Context: an optimization exercise on an open-source flow, tuned for small area, a short achievable clock period and few clock cycles per item. The choices shown serve that exercise and are no tape-out recipe. Where RTL was checked, it was by simulation tests only, not by an equivalence proof against the original. No activity file was given, so power comes from the tool's default toggle rates.

==> flow/design.v <==
package rsa_pkg;
    localparam int DEF_WIDTH = 32;
    localparam int DEF_LIMBS = 4;
    localparam int MAX_OPW = 4096;
    typedef enum logic [1:0] {
        ST_IDLE,
        ST_ISSUE,
        ST_DRAIN,
        ST_DONE
    } state_t;
    function automatic logic [MAX_OPW-1:0] limb_sel(
        input logic [MAX_OPW-1:0] vec,
        input logic [31:0]        idx,
        input logic [31:0]        width
    );
        limb_sel = vec >> (idx * width);
    endfunction
endpackage
module mp_mul_retire_pipe #(
    parameter int TW = 3
) (
    input  logic          clk_i,
    input  logic          rst_i,
    input  logic          in_vld_i,
    input  logic [TW-1:0] in_tag_i,
    output logic          out_vld_o,
    output logic [TW-1:0] out_tag_o
);
    logic [1:0]    vld_q;
    logic [TW-1:0] tag0_q;
    logic [TW-1:0] tag1_q;
    always_ff @(posedge clk_i) begin
        if (rst_i) begin
            vld_q  <= '0;
            tag0_q <= '0;
            tag1_q <= '0;
        end else begin
            vld_q  <= {vld_q[0], in_vld_i};
            tag0_q <= in_tag_i;
            tag1_q <= tag0_q;
        end
    end
    assign out_vld_o = vld_q[1];
    assign out_tag_o = tag1_q;
endmodule
module mp_mul_sched #(
    parameter int WIDTH = rsa_pkg::DEF_WIDTH,
    parameter int LIMBS = rsa_pkg::DEF_LIMBS
) (
    input  logic                     clk,
    input  logic                     rst,
    input  logic                     start,
    input  logic [LIMBS*WIDTH-1:0]   op_a,
    input  logic [LIMBS*WIDTH-1:0]   op_b,
    output logic                     busy,
    output logic                     done,
    output logic [2*LIMBS*WIDTH-1:0] result,
    output logic [WIDTH-1:0]         mul_a,
    output logic [WIDTH-1:0]         mul_b,
    input  logic [WIDTH-1:0]         mul_lo,
    input  logic [WIDTH-1:0]         mul_hi
);
    localparam int OPW   = LIMBS * WIDTH;
    localparam int NPAIR = LIMBS * LIMBS;
    localparam int FIRST = 4;                  
    localparam int LAST  = NPAIR + FIRST - 1;  
    localparam int CW    = $clog2(LAST + 2);
    logic                     busy_q, done_q;
    logic [CW-1:0]            cnt_q;
    logic                     acc_q, sh_q, m_q, pm_q;
    logic [OPW-1:0]           ar_q;
    logic [OPW-1:0]           b_q;
    logic [(LIMBS-1)*WIDTH-1:0] fifo_q;
    logic [WIDTH-1:0]         cy_q;
    logic [WIDTH:0]           u_q;
    logic [WIDTH-1:0]         h_q;
    logic [WIDTH-1:0]         pop_n, ua, push, hi, h1, h2, h2t, hs0, hs1;
    logic [WIDTH:0]           u_n, lsum;
    function automatic logic [WIDTH:0] pp_add(input logic [WIDTH-1:0] a,
                                              input logic [WIDTH-1:0] b);
        logic [WIDTH-1:0] g, p, gn, pn;
        g = a & b;
        p = a ^ b;
        for (int d = 1; d < WIDTH; d = d * 2) begin
            gn = g;
            pn = p;
            for (int i = d; i < WIDTH; i++) begin
                gn[i] = g[i] | (p[i] & g[i-d]);
                pn[i] = p[i] & p[i-d];
            end
            g = gn;
            p = pn;
        end
        pp_add = {g[WIDTH-1], (a ^ b) ^ {g[WIDTH-2:0], 1'b0}};
    endfunction
    function automatic logic [WIDTH-1:0] pp_inc(input logic [WIDTH-1:0] a);
        logic [WIDTH-1:0] c, cn;
        c = {a[WIDTH-2:0], 1'b1};
        for (int d = 1; d < WIDTH; d = d * 2) begin
            cn = c;
            for (int i = d; i < WIDTH; i++) cn[i] = c[i] & c[i-d];
            c = cn;
        end
        pp_inc = a ^ c;
    endfunction
    always_ff @(posedge clk) begin
        if (rst) begin
            busy_q <= 1'b0;
            done_q <= 1'b0;
            cnt_q  <= '0;
            acc_q  <= 1'b0;
            sh_q   <= 1'b0;
            m_q    <= 1'b0;
            pm_q   <= 1'b0;
        end else if (start && !busy_q) begin
            busy_q <= 1'b1;
            done_q <= 1'b0;
            cnt_q  <= CW'(1);
            acc_q  <= 1'b0;
            sh_q   <= 1'b0;
            m_q    <= 1'b0;
            pm_q   <= 1'b1;
        end else if (busy_q) begin
            cnt_q  <= cnt_q + CW'(1);
            acc_q  <= (cnt_q >= CW'(FIRST - 1)) && (cnt_q < CW'(LAST));
            sh_q   <= (cnt_q >= CW'(FIRST - 1)) && (cnt_q < CW'(LAST - LIMBS + 1)) &&
                      (((cnt_q + CW'(1) - CW'(FIRST)) % LIMBS) == 0);
            m_q    <= ((cnt_q + CW'(1) - CW'(FIRST)) % LIMBS) == 0;
            pm_q   <= cnt_q < CW'(FIRST - 2 + LIMBS);
            if (cnt_q == CW'(LAST)) begin
                busy_q <= 1'b0;
                done_q <= 1'b1;
            end
        end else begin
            done_q <= 1'b0;
            acc_q  <= 1'b0;
        end
    end
    always_comb begin
        pop_n = pm_q ? '0 : fifo_q[2*WIDTH-1:WIDTH];
        u_n   = pp_add(mul_lo, pop_n);
        ua    = m_q ? '0 : u_q[WIDTH-1:0];
        lsum  = pp_add(ua, cy_q);
        push  = lsum[WIDTH-1:0];
        h1    = pp_inc(h_q);
        h2t   = pp_inc({1'b0, h_q[WIDTH-1:1]});
        h2    = {h2t[WIDTH-2:0], h_q[0]};
        hs0   = u_q[WIDTH] ? h1 : h_q;
        hs1   = u_q[WIDTH] ? h2 : h1;
        hi    = lsum[WIDTH] ? hs1 : hs0;
    end
    always_ff @(posedge clk) begin
        u_q <= u_n;
        h_q <= mul_hi;
        if (!busy_q) b_q <= op_b;
        else         b_q <= {b_q[WIDTH-1:0], b_q[OPW-1:WIDTH]};
        if (!busy_q) begin
            if (start) begin
                ar_q <= op_a;
                cy_q <= '0;
            end
        end else begin
            if (sh_q) ar_q <= {u_q[WIDTH-1:0], ar_q[OPW-1:WIDTH]};
            if (acc_q) begin
                fifo_q <= {push, fifo_q[(LIMBS-1)*WIDTH-1:WIDTH]};
                cy_q   <= hi;
            end
        end
    end
    assign busy   = busy_q;
    assign done   = done_q;
    assign result = {cy_q, fifo_q, ar_q};
    assign mul_a  = ar_q[WIDTH-1:0];
    assign mul_b  = b_q[WIDTH-1:0];
endmodule
==> flow/config.mk <==
export PLATFORM = sky130hd
export DESIGN_NAME = mp_mul_sched
export DESIGN_NICKNAME = mp_mul_sched
export VERILOG_FILES = /design/flow/design.v
export SDC_FILE = /design/flow/constraint.sdc
export NUM_CORES = 4
export LEC_CHECK = 0
export ABC_CLOCK_PERIOD_IN_PS = 2000
export CAP_MARGIN = 20
export CORE_MARGIN = 2
export CORE_UTILIZATION = 55
export SETUP_SLACK_MARGIN = 4.3
export SLEW_MARGIN = 20
==> flow/constraint.sdc <==
create_clock -name core_clock -period 7.0 [get_ports {clk}]
set_input_delay 1.4000 -clock core_clock [delete_from_list [all_inputs] [get_ports {clk}]]
set_output_delay 1.4000 -clock core_clock [all_outputs]
set_load 0.01 [all_outputs]
standard.sh (not shown) runs the stock make flow with config.mk's settings and CLKGATE_MAP_FILE= SYNTH_SCRIPT=/design/flow/synth_recipe.tcl, a recipe that flattens the netlist after the stock synthesis.
==> flow/flow/run.sh <==
#!/bin/bash
# Standard layout, with every port buffered by the smallest buffer cell.
set -euo pipefail
bash standard.sh 'BUFFER_PORTS_ARGS=-buffer_cell sky130_fd_sc_hd__buf_1' finish > layout.log 2>&1
The baseline produced a clean layout.
Then changed:
CTS_BUF_LIST = sky130_fd_sc_hd__clkbuf_8   (was unset)
After rerunning: The changed run went through all stages and came out clean. Setup slack is better by 0.066 ns. Power goes down by about 4%. First-iteration DRC count went up by 8.8%. Non-clock buffer count drops by 1. Cell area hardly moves. Wire length goes up by about 1.4%. Via count goes up by 0.88%. Fmax grows by 1.9%.
Then changed:
CORE_UTILIZATION = 60   (was 55)
CTS_BUF_LIST = sky130_fd_sc_hd__clkbuf_4 sky130_fd_sc_hd__clkbuf_8   (was sky130_fd_sc_hd__clkbuf_8)
SETUP_SLACK_MARGIN = 3.6   (was 4.3)
After rerunning: Worst setup slack loses 0.0072 ns. Global-route usage increases by 2.0 points. Worst hold slack stays flat. Core utilization increases by 3.3 points. Design area decreases by 4.4%. Wire length decreases by 5.1%.
No functional check of the RTL was part of any run of this note.

job 7066:
mp_mul_sched, a different RTL version from the one above (not shown whole).
Size in the first run: about 1500 cells after synthesis, about 20000 um^2 of cells after synthesis.
==> flow/config.mk <==
export PLATFORM = sky130hd
export DESIGN_NAME = mp_mul_sched
export DESIGN_NICKNAME = mp_mul_sched
export VERILOG_FILES = /design/flow/design.v
export SDC_FILE = /design/flow/constraint.sdc
export NUM_CORES = 4
export LEC_CHECK = 0
export ABC_CLOCK_PERIOD_IN_PS = 2000
export CAP_MARGIN = 20
export CORE_MARGIN = 2
export CORE_UTILIZATION = 60
export PLACE_DENSITY = 0.75
export SETUP_SLACK_MARGIN = 3.75
export SLEW_MARGIN = 20
==> flow/constraint.sdc <==
create_clock -name core_clock -period 7.0 [get_ports {clk}]
set_input_delay 1.4000 -clock core_clock [delete_from_list [all_inputs] [get_ports {clk}]]
set_output_delay 1.4000 -clock core_clock [all_outputs]
set_load 0.01 [all_outputs]
==> flow/flow/run.sh <==
#!/bin/bash
# Standard layout, with every port buffered by the smallest buffer cell and a
# clock tree of fewer, larger sink clusters without dummy loads.
set -euo pipefail
bash standard.sh 'BUFFER_PORTS_ARGS=-buffer_cell sky130_fd_sc_hd__buf_1' \
  'CTS_ARGS=-sink_clustering_enable -repair_clock_nets -buf_list {sky130_fd_sc_hd__clkbuf_8} -sink_clustering_size 16 -sink_clustering_max_diameter 60 -dont_use_dummy_load' \
  finish > layout.log 2>&1
Both conditions hold for job 7066: the flow ran to the end and the final layout passed the timing, DRC and antenna checks.
Testbench counts of job 7066, summed over its fixed seeds: cycles 19,200, items 960.
Relative to job 7066, the following input files were edited for job 5966:
- SETUP_SLACK_MARGIN now 3.9, was 3.75
- PLACE_DENSITY no longer set, was 0.75
==> run summary <==
Going from job 7066 to job 5966, highest achievable clock rate up 0.73%, layout multi-input combinational cell count level. Final cell area excluding filler cells: job 5966 higher than job 7066. Job 5966: flow completed, timing, DRC and antenna clean. On relative contribution of combinational cells to total power: between job 7066 and job 5966, it ends up higher for job 5966. For job 7066, the slowest cell on the critical path was ha_1, unlike job 5966, where it was or4_4. In the tables for job 7066 and job 5966, minimum hold slack reads higher with job 7066. Of job 7066 and job 5966, job 5966 shows the higher critical path buffer and inverter count, with job 7066 below it. Comparing job 5966 with job 7066, the clock-pin slew of the registers on the worst-case setup and hold paths came out essentially unchanged. The wire length of the first global-routing pass number comes out lower for job 5966 vs job 7066.
Inputs modified between job 5966 and job 5065:
- SETUP_SLACK_MARGIN: 3.9 -> 4.0
- PLACE_DENSITY: unset -> 0.75
Findings:
- Compared with job 5966, job 5065 shows a power density normalized to cell area that is 0.79 nW/um^2 lower.
- Diff job 5966..job 5065 | sequential share of layout area | negligible
- Aggregate routed wire length essentially unchanged between job 5065 and job 5966.
- Initial cell density of the core: job 5966 vs job 5065 identical
- Looking at worst slew slack as a fraction of its limit, job 5065 sits 7.2 points lower than job 5966 does.
Edits applied to the flow inputs when going from job 5065 to job 3980:
- SETUP_SLACK_MARGIN changed from 4.0 to 3.9
- CORE_UTILIZATION changed from 60 to 55
Results
- Job 3980 reached the end of the flow, and the finished layout is clean on the timing, DRC and antenna checks.
- The number of vias in the routed layout reported for job 3980 is greater than that of job 5065 by 110.
- Between job 3980 and job 5065, logic depth of the worst path, buffers included is lower for job 3980, job 5065 comes in above that.
- Job 3980 and job 5065 ended up with nearly the same post-route antenna net violation count.
- Summary — clock tree buffer count of the final layout, job 3980 relative to job 5065: higher, by 3.
- On job 3980: final design utilization is 6.9 points lower than what job 5065 gave.
- Lower sequential share of layout area among job 3980 and job 5065: job 5065
[inputs] job 9516 vs job 3980
- SLEW_MARGIN: 20 -> 5
- CORE_UTILIZATION: 55 -> 60
- CAP_MARGIN: 20 -> 5
- PLACE_DENSITY: 0.75 -> unset
[summary]
Job 9516 against job 3980: combinational power share shows an increase of 0.9 points; design area +about 1.5%. Ratio of routed vias to standard cells essentially unchanged between job 9516 and job 3980.

afterwards: timing with drivers on the ports:
In the flow no input, the clock included, has a driving cell. The finished layouts below were timed again as built, in two steps.
Step 1 assumes that a clkbuf_16 drives the clock port and a buf_2 every other input.
Step 2 moves the port delays by t, midway between the first and last clock arrival at a register: inputs arrive t later, outputs are due t later. That takes back most of the time a late clock gives input paths.
Three values: no drivers, after step 1, after step 2; two values: the first two.
run | t, ns | slack for setup (ns) | worst hold slack (ns) | clock arrival spread, ns | worst slew at a driven data input, ns
the first run of note 1 | 0.626 | 3.476 / 3.476 / 3.030 | 0.443 / 0.443 / 0.443 | 0.022 / 0.022 | 0.16
the second run of note 1 | 0.673 | 3.543 / 3.543 / 3.065 | 0.444 / 0.444 / 0.444 | 0.024 / 0.023 | 0.14
the third run of note 1 | 0.673 | 3.535 / 3.535 / 2.911 | 0.444 / 0.444 / 0.444 | 0.034 / 0.034 | 0.15
job 7066 | 0.602 | 3.776 / 3.783 / 3.191 | 0.452 / 0.452 / 0.452 | 0.042 / 0.042 | 0.16
job 5966 | 0.589 | 3.800 / 3.800 / 3.386 | 0.423 / 0.423 / 0.423 | 0.105 / 0.104 | 0.16
job 5065 | 0.612 | 3.782 / 3.782 / 3.352 | 0.402 / 0.402 / 0.402 | 0.061 / 0.062 | 0.13
job 3980 | 0.661 | 3.791 / 3.791 / 3.317 | 0.453 / 0.453 / 0.453 | 0.047 / 0.047 | 0.19
job 9516 | 0.589 | 3.800 / 3.800 / 3.386 | 0.423 / 0.423 / 0.423 | 0.105 / 0.104 | 0.16
After both steps every run listed still meets setup and hold. For the third run of note 1, which loses most, drivers alone change the setup slack by 0.000 ns; drivers and shift together by -0.624 ns.
